From an optimization exercise on the open Yosys and OpenROAD flow, aimed at small area and few clock cycles; shortcuts taken in it are not production practice.
At most, simulation tests tie the RTL to the original design; equivalence was not proved.
Power is estimated from default activity; no workload was simulated.

==> job 7434 <==
==> flow/design.v <==
`timescale 1ns/1ps
`timescale 1ns/1ps
`timescale 1ns/1ps
`timescale 1ns/1ps
`timescale 1ns/1ps
`timescale 1ns/1ps
module axi_wr_top
(
    input  logic        clk,
    input  logic        rst_n,
    input  logic [3:0]  aw_id,
    input  logic [15:0] aw_addr,
    input  logic [7:0]  aw_len,
    input  logic [2:0]  aw_size,
    input  logic [1:0]  aw_burst,
    input  logic        aw_valid,
    output logic        aw_ready,
    input  logic [31:0] w_data,
    input  logic [3:0]  w_strb,
    input  logic        w_last,
    input  logic        w_valid,
    output logic        w_ready,
    output logic [3:0]  b_id,
    output logic [1:0]  b_resp,
    output logic        b_valid,
    input  logic        b_ready,
    output logic [3:0]  mem_id,
    output logic [15:0] mem_addr,
    output logic [31:0] mem_data,
    output logic [3:0]  mem_strb,
    output logic        mem_last,
    output logic        mem_boundary_err,
    output logic        mem_we,
    input  logic        mem_credit
);
    logic        d_valid;
    logic [3:0]  d_id;
    logic [15:0] d_addr;      
    logic [2:0]  d_size;
    logic        d_fixed;
    logic        d_berr;      
    logic [2:0]  credits;
    logic        bv;
    logic [3:0]  bid;
    logic        bslv;
    logic        credit_ok, b_free, beat, burst_done, aw_fire;
    logic [11:0] base, step;
    logic [12:0] sum;
    assign credit_ok  = (credits != 3'd0) || mem_credit;
    assign b_free     = !bv || b_ready;
    assign beat       = d_valid && w_valid && credit_ok && (!w_last || b_free);
    assign burst_done = beat && w_last;
    assign aw_ready   = !d_valid || burst_done;
    assign aw_fire    = aw_valid && aw_ready;
    assign w_ready    = beat;
    assign mem_we     = beat;
    assign base = d_addr[11:0] & (12'hfff << d_size);
    assign sum  = d_fixed ? {1'b0, base} : ({1'b0, d_addr[11:0] | ~(12'hfff << d_size)} + 13'd1);
    always_ff @(posedge clk) begin
        if (aw_fire) begin
            d_id    <= aw_id;
            d_addr  <= aw_addr;
            d_size  <= aw_size;
            d_fixed <= (aw_burst == 2'b00);
            d_berr  <= 1'b0;
        end else if (beat) begin
            d_addr[11:0] <= sum[12] ? base : sum[11:0];
            d_berr       <= sum[12];
        end
        if (burst_done) begin
            bid  <= d_id;
            bslv <= (d_size > 3'd2);
        end
    end
    always_ff @(posedge clk or negedge rst_n) begin
        if (!rst_n) begin
            d_valid <= 1'b0;
            credits <= 3'd4;
            bv      <= 1'b0;
        end else begin
            if (aw_fire)
                d_valid <= 1'b1;
            else if (burst_done)
                d_valid <= 1'b0;
            credits <= credits - {2'b0, beat} + {2'b0, mem_credit};
            if (burst_done)
                bv <= 1'b1;
            else if (b_ready)
                bv <= 1'b0;
        end
    end
    assign mem_id           = d_id;
    assign mem_addr         = d_addr;
    assign mem_data         = w_data;
    assign mem_strb         = w_strb;
    assign mem_last         = w_last;
    assign mem_boundary_err = d_berr;
    assign b_valid          = bv;
    assign b_id             = bid;
    assign b_resp           = {bslv, 1'b0};
endmodule
==> flow/flow/run.sh <==
#!/bin/bash
# Standard ORFS flow, with the port buffers inserted as the smallest buffer cell.
cp standard.sh standard_sh.txt
export BUFFER_PORTS_ARGS="-buffer_cell sky130_fd_sc_hd__buf_1"
bash standard.sh > standard.log 2>&1
==> flow/standard.sh <==
#!/bin/bash
# synth_recipe.tcl (not shown) runs the flow's synth.tcl, then flattens the netlist and writes it again
# the make line also repeats each setting of config.mk as NAME=value (left out here)
make -C /OpenROAD-flow-scripts/flow DESIGN_CONFIG=/design/flow/config.mk WORK_HOME=/design/flow/orfs CLKGATE_MAP_FILE= SYNTH_SCRIPT=/design/flow/synth_recipe.tcl "${@:-finish}"
==> flow/config.mk <==
export PLATFORM = sky130hd
export DESIGN_NAME = axi_wr_top
export DESIGN_NICKNAME = axi_wr_top
export VERILOG_FILES = /design/flow/design.v
export SDC_FILE = /design/flow/constraint.sdc
export NUM_CORES = 4
export LEC_CHECK = 0
export CAP_MARGIN = 20
export CORE_MARGIN = 2
export CORE_UTILIZATION = 40
export SLEW_MARGIN = 20
==> flow/constraint.sdc <==
create_clock -name core_clock -period 5.0 [get_ports {clk}]
set_input_delay 1.0000 -clock core_clock [delete_from_list [all_inputs] [get_ports {clk}]]
set_output_delay 1.0000 -clock core_clock [all_outputs]
set_load 0.01 [all_outputs]
==> job 9854 (differences from job 7434) <==
==> flow/design.v, changed modules only <==
module axi_wr_top
(
    input  logic        clk,
    input  logic        rst_n,
    input  logic [3:0]  aw_id,
    input  logic [15:0] aw_addr,
    input  logic [7:0]  aw_len,
    input  logic [2:0]  aw_size,
    input  logic [1:0]  aw_burst,
    input  logic        aw_valid,
    output logic        aw_ready,
    input  logic [31:0] w_data,
    input  logic [3:0]  w_strb,
    input  logic        w_last,
    input  logic        w_valid,
    output logic        w_ready,
    output logic [3:0]  b_id,
    output logic [1:0]  b_resp,
    output logic        b_valid,
    input  logic        b_ready,
    output logic [3:0]  mem_id,
    output logic [15:0] mem_addr,
    output logic [31:0] mem_data,
    output logic [3:0]  mem_strb,
    output logic        mem_last,
    output logic        mem_boundary_err,
    output logic        mem_we,
    input  logic        mem_credit
);
    logic        d_valid;
    logic [3:0]  d_id;
    logic [15:0] d_addr;      
    logic [2:0]  d_size;
    logic        d_fixed;
    logic        d_berr;      
    logic [2:0]  owed;
    logic        bv;
    logic        credit_ok, b_free, beat, burst_done, aw_fire;
    logic [11:0] mask;
    logic [12:0] sum;
    assign credit_ok  = !owed[2] || mem_credit;
    assign b_free     = !bv || b_ready;
    assign beat       = d_valid && w_valid && credit_ok;
    assign burst_done = beat && w_last;
    assign aw_ready   = !d_valid && b_free;
    assign aw_fire    = aw_valid && aw_ready;
    assign w_ready    = beat;
    assign mem_we     = beat;
    assign mask = 12'hfff << d_size;
    assign sum  = {1'b0, d_addr[11:0] | ~mask} + {12'd0, !d_fixed};
    always_ff @(posedge clk) begin
        if (aw_fire) begin
            d_id    <= aw_id;
            d_addr  <= aw_addr;
            d_size  <= aw_size;
            d_fixed <= (aw_burst == 2'b00);
            d_berr  <= 1'b0;
        end else if (beat) begin
            d_addr[11:0] <= (sum[11:0] | {12{sum[12]}}) & mask;
            d_berr       <= sum[12];
        end
    end
    always_ff @(posedge clk or negedge rst_n) begin
        if (!rst_n) begin
            d_valid <= 1'b0;
            owed    <= 3'd0;
            bv      <= 1'b0;
        end else begin
            if (aw_fire)
                d_valid <= 1'b1;
            else if (burst_done)
                d_valid <= 1'b0;
            owed    <= owed + {2'b0, beat} - {2'b0, mem_credit};
            if (burst_done)
                bv <= 1'b1;
            else if (b_ready)
                bv <= 1'b0;
        end
    end
    assign mem_id           = d_id;
    assign mem_addr         = d_addr;
    assign mem_data         = w_data;
    assign mem_strb         = w_strb;
    assign mem_last         = w_last;
    assign mem_boundary_err = d_berr;
    assign b_valid          = bv;
    assign b_id             = d_id;
    assign b_resp           = {d_size > 3'd2, 1'b0};
endmodule
==> flow/flow/run.sh (replaced) <==
#!/bin/bash
export BUFFER_PORTS_ARGS="-buffer_cell sky130_fd_sc_hd__buf_1"
export CTS_ARGS="-sink_clustering_enable -repair_clock_nets -buf_list sky130_fd_sc_hd__clkbuf_4 -dont_use_dummy_load"
bash standard.sh > standard.log 2>&1
--- a/flow/config.mk
+++ b/flow/config.mk
@@ -9,3 +9,4 @@
 export CORE_MARGIN = 2
 export CORE_UTILIZATION = 40
+export CTS_BUF_LIST = sky130_fd_sc_hd__clkbuf_4
 export SLEW_MARGIN = 20
==> job 2780 (differences from job 7434) <==
==> flow/design.v, changed modules only <==
module axi_wr_top
(
    input  logic        clk,
    input  logic        rst_n,
    input  logic [3:0]  aw_id,
    input  logic [15:0] aw_addr,
    input  logic [7:0]  aw_len,
    input  logic [2:0]  aw_size,
    input  logic [1:0]  aw_burst,
    input  logic        aw_valid,
    output logic        aw_ready,
    input  logic [31:0] w_data,
    input  logic [3:0]  w_strb,
    input  logic        w_last,
    input  logic        w_valid,
    output logic        w_ready,
    output logic [3:0]  b_id,
    output logic [1:0]  b_resp,
    output logic        b_valid,
    input  logic        b_ready,
    output logic [3:0]  mem_id,
    output logic [15:0] mem_addr,
    output logic [31:0] mem_data,
    output logic [3:0]  mem_strb,
    output logic        mem_last,
    output logic        mem_boundary_err,
    output logic        mem_we,
    input  logic        mem_credit
);
    logic        d_valid;
    logic [3:0]  d_id;
    logic [15:0] d_addr;      
    logic [2:0]  d_size;
    logic        d_fixed;
    logic        d_berr;      
    logic [2:0]  owed;
    logic        bv;
    logic        credit_ok, b_free, beat, burst_done, aw_fire;
    logic [11:0] mask;
    logic [12:0] cy;
    logic [11:0] nxt_lo;
    assign credit_ok  = !owed[2] || mem_credit;
    assign b_free     = !bv || b_ready;
    assign beat       = d_valid && w_valid && credit_ok;
    assign burst_done = beat && w_last;
    assign aw_ready   = !d_valid && b_free;
    assign aw_fire    = aw_valid && aw_ready;
    assign w_ready    = beat;
    assign mem_we     = beat;
    assign mask  = 12'hfff << d_size;
    assign cy[0] = beat && !d_fixed;
    for (genvar j = 0; j < 12; j++) begin : g_cy
        assign cy[j+1] = cy[j] && (d_addr[j] || !mask[j]);
    end
    assign nxt_lo = (mask | {12{!beat}}) & ((d_addr[11:0] ^ cy[11:0]) | {12{cy[12]}});
    always_ff @(posedge clk) begin
        if (!d_valid && b_free) begin
            d_id   <= aw_id;
            d_size <= aw_size;
        end
        if (!d_valid) begin
            d_addr[15:12] <= aw_addr[15:12];
            d_fixed       <= (aw_burst == 2'b00);
        end
        d_addr[11:0] <= d_valid ? nxt_lo : aw_addr[11:0];
        d_berr <= d_valid && (cy[12] || (d_berr && !beat));
    end
    always_ff @(posedge clk or negedge rst_n) begin
        if (!rst_n) begin
            d_valid <= 1'b0;
            owed    <= 3'd0;
            bv      <= 1'b0;
        end else begin
            if (aw_fire)
                d_valid <= 1'b1;
            else if (burst_done)
                d_valid <= 1'b0;
            owed    <= owed + {2'b0, beat} - {2'b0, mem_credit};
            if (burst_done)
                bv <= 1'b1;
            else if (b_ready)
                bv <= 1'b0;
        end
    end
    assign mem_id           = d_id;
    assign mem_addr         = d_addr;
    assign mem_data         = w_data;
    assign mem_strb         = w_strb;
    assign mem_last         = w_last;
    assign mem_boundary_err = d_berr;
    assign b_valid          = bv;
    assign b_id             = d_id;
    assign b_resp           = {d_size > 3'd2, 1'b0};
endmodule
==> flow/flow/run.sh (replaced) <==
#!/bin/bash
# Standard ORFS flow (the standard.sh), with:
#  - the standard synthesis's combinational logic re-mapped for area by
#    Yosys/ABC (registers kept as the standard synthesis made them),
#  - port buffers inserted as the smallest buffer cell,
#  - power recovery (downsizing off-critical gates) after global routing,
#  - TritonCTS without dummy loads.
set -euo pipefail
export BUFFER_PORTS_ARGS="-buffer_cell sky130_fd_sc_hd__buf_1"
export RECOVER_POWER=100
export CTS_ARGS="-sink_clustering_enable -repair_clock_nets -buf_list sky130_fd_sc_hd__clkbuf_4 -dont_use_dummy_load"

bash standard.sh synth > standard_synth.log 2>&1

export RES_DIR=$PWD/orfs/results/$FLOW_PLATFORM/axi_wr_top/base
mkdir -p libs
PLAT=$FLOW_HOME/platforms/$FLOW_PLATFORM
# The platform's DONT_USE_CELLS are the probe and lpflow cells; keep ABC off them
DONT_USE="sky130_fd_sc_hd__probe_p_8 sky130_fd_sc_hd__probec_p_8 sky130_fd_sc_hd__lpflow_*"
export USE_LIB=$PWD/libs/use.lib COMB_LIB=$PWD/libs/comb.lib ABC_SCRIPT=$PWD/flow/resynth.abc
python3 flow/filter_lib.py $PLAT/lib/sky130_fd_sc_hd__tt_025C_1v80.lib $USE_LIB "$DONT_USE"
python3 flow/filter_lib.py --comb $PLAT/lib/sky130_fd_sc_hd__tt_025C_1v80.lib $COMB_LIB "$DONT_USE"
cp $RES_DIR/1_2_yosys.v $RES_DIR/1_2_yosys_std.v
YOSYS=$(command -v yosys || echo $FLOW_HOME/../tools/install/yosys/bin/yosys)
$YOSYS -c flow/resynth.tcl > resynth.log 2>&1

bash standard.sh > standard.log 2>&1
==> flow/flow/filter_lib.py (new file) <==
#!/usr/bin/env python3
# Copy a liberty file, leaving out the cells whose names match the given
# patterns; with --comb, also leave out sequential cells (ff, latch,
# statetable) and cells without a logic function.
# usage: filter_lib.py [--comb] IN.lib OUT.lib "PATTERN ..."
import fnmatch, re, sys

args = sys.argv[1:]
comb = args[0] == '--comb'
if comb:
    args = args[1:]
src, dst, pats = args[0], args[1], args[2].split()

head, cells, tail = [], [], []
cur, depth = None, 0
for line in open(src):
    if cur is None:
        if re.match(r'\s*cell\s*\(', line):
            cur, depth = [line], line.count('{') - line.count('}')
            continue
        (tail if cells else head).append(line)
    else:
        cur.append(line)
        depth += line.count('{') - line.count('}')
        if depth <= 0:
            cells.append(cur)
            cur = None

with open(dst, 'w') as out:
    out.writelines(head)
    for c in cells:
        name = re.match(r'\s*cell\s*\(\s*"?([^")]+)"?\s*\)', c[0]).group(1)
        if any(fnmatch.fnmatchcase(name, p) for p in pats):
            continue
        text = ''.join(c)
        if comb and (re.search(r'\b(ff|latch|statetable)\s*\(', text) or 'function' not in text):
            continue
        out.writelines(c)
    out.writelines(tail)
==> flow/flow/resynth.abc (new file) <==
strash
&get -n
&deepsyn -T 60
&put
dch -f
amap
topo
==> flow/flow/resynth.tcl (new file) <==
# Re-map the combinational logic of the standard synthesis for area with ABC
# (deep AIG synthesis, then area-oriented mapping). Every register instance of
# the standard netlist is kept as it is, with its name and cell type: only the
# cells between registers and ports are replaced.
set res $::env(RES_DIR)
yosys read_liberty -lib $::env(USE_LIB)
yosys read_verilog $res/1_2_yosys_std.v
yosys read_liberty -overwrite $::env(COMB_LIB)
yosys hierarchy -top $::env(FLOW_TOP)
yosys flatten
yosys hierarchy -top $::env(FLOW_TOP)
yosys opt_clean -purge
yosys stat -liberty $::env(USE_LIB)
yosys abc -liberty $::env(COMB_LIB) -script $::env(ABC_SCRIPT)
yosys opt_clean -purge
yosys hilomap -singleton -hicell sky130_fd_sc_hd__conb_1 HI -locell sky130_fd_sc_hd__conb_1 LO
yosys splitnets
yosys opt_clean -purge
yosys stat -liberty $::env(USE_LIB)
yosys write_verilog -noattr -nohex -nodec $res/1_2_yosys.v
--- a/flow/config.mk
+++ b/flow/config.mk
@@ -6,6 +6,8 @@
 export NUM_CORES = 4
 export LEC_CHECK = 0
-export CAP_MARGIN = 20
+export CAP_MARGIN = 40
 export CORE_MARGIN = 2
 export CORE_UTILIZATION = 40
+export CTS_BUF_LIST = sky130_fd_sc_hd__clkbuf_4
+export GPL_TIMING_DRIVEN = 0
 export SLEW_MARGIN = 20
==> notes.md <==
The required time at the endpoint of the critical path is about 5 ns. The fraction of power consumed by sequential logic is 47.1%. The global router's overall resource usage came out at around 15%.

The flow ran to the end and the layout has no timing, DRC or antenna violations.
Source of the figures above: job 7434

==> notes.md <==
The largest total area in the synthesized netlist belongs to sky130_fd_sc_hd__edfxtp_1. The share of total power dissipated in sequential elements is 47.6%. The required time at the endpoint of the critical path is around 4.0 ns.

The initial antenna violation count was 0. The count of nets left with antenna violations after detail routing came out at 0. The run finished with no timing, DRC or antenna violations.
Source of the figures above: job 9854

==> notes.md <==
The flow ran to the end and the layout has no timing, DRC or antenna violations. The library cell used most frequently in the layout, excluding fill and tap cells, is sky130_fd_sc_hd__buf_1. At the worst endpoint, the required time is 5.25 ns. Cells with a size suffix above 1 make up 3.030% of the layout. The share of the core filled with cells in the final layout is approximately 51%. The global router's overall resource usage is 20.04%. Sequential cells account for 48.3% of the total power. The number of buffers added on ports is 62.
Source of the figures above: job 2780

Testbench counts of job 9854, summed over its fixed seeds: cycles 45,257.
Testbench counts of job 2780, summed over its fixed seeds: cycles 45,257.
The RTL of job 7434 was laid out without a check of its function.

## port drivers added, routing unchanged
Ports are ideal in the flow. The routed layouts listed here were re-timed in OpenROAD. Step 1: set_driving_cell puts a clkbuf_16 on clk and a buf_2 on each other input, an assumption about the parent block. Step 2 times the ports against the registers' clock, not the clock port: input delays grow and output delays shrink by t, the midpoint of the rising clock arrivals with the driver on. Slacks: ideal / step 1 / step 2; pairs: ideal / step 1.
| run | shift t [ns] | setup slack, ns | worst slew at a driven data input, ns | pins driven straight from the clock port |
|---|---|---|---|---|
| job 7434 | 0.317 | 1.774 / 1.774 / 1.774 | 0.07 | 1 |
| job 9854 | 0.342 | 2.290 / 2.270 / 2.270 | 0.08 | 1 |
| job 2780 | 0.335 | 0.543 / 0.544 / 0.210 | 0.10 | 1 |
After both steps setup and hold are still met in every run listed. For job 2780, which loses most, drivers alone change the setup slack by +0.001 ns; drivers and shift together by -0.333 ns.
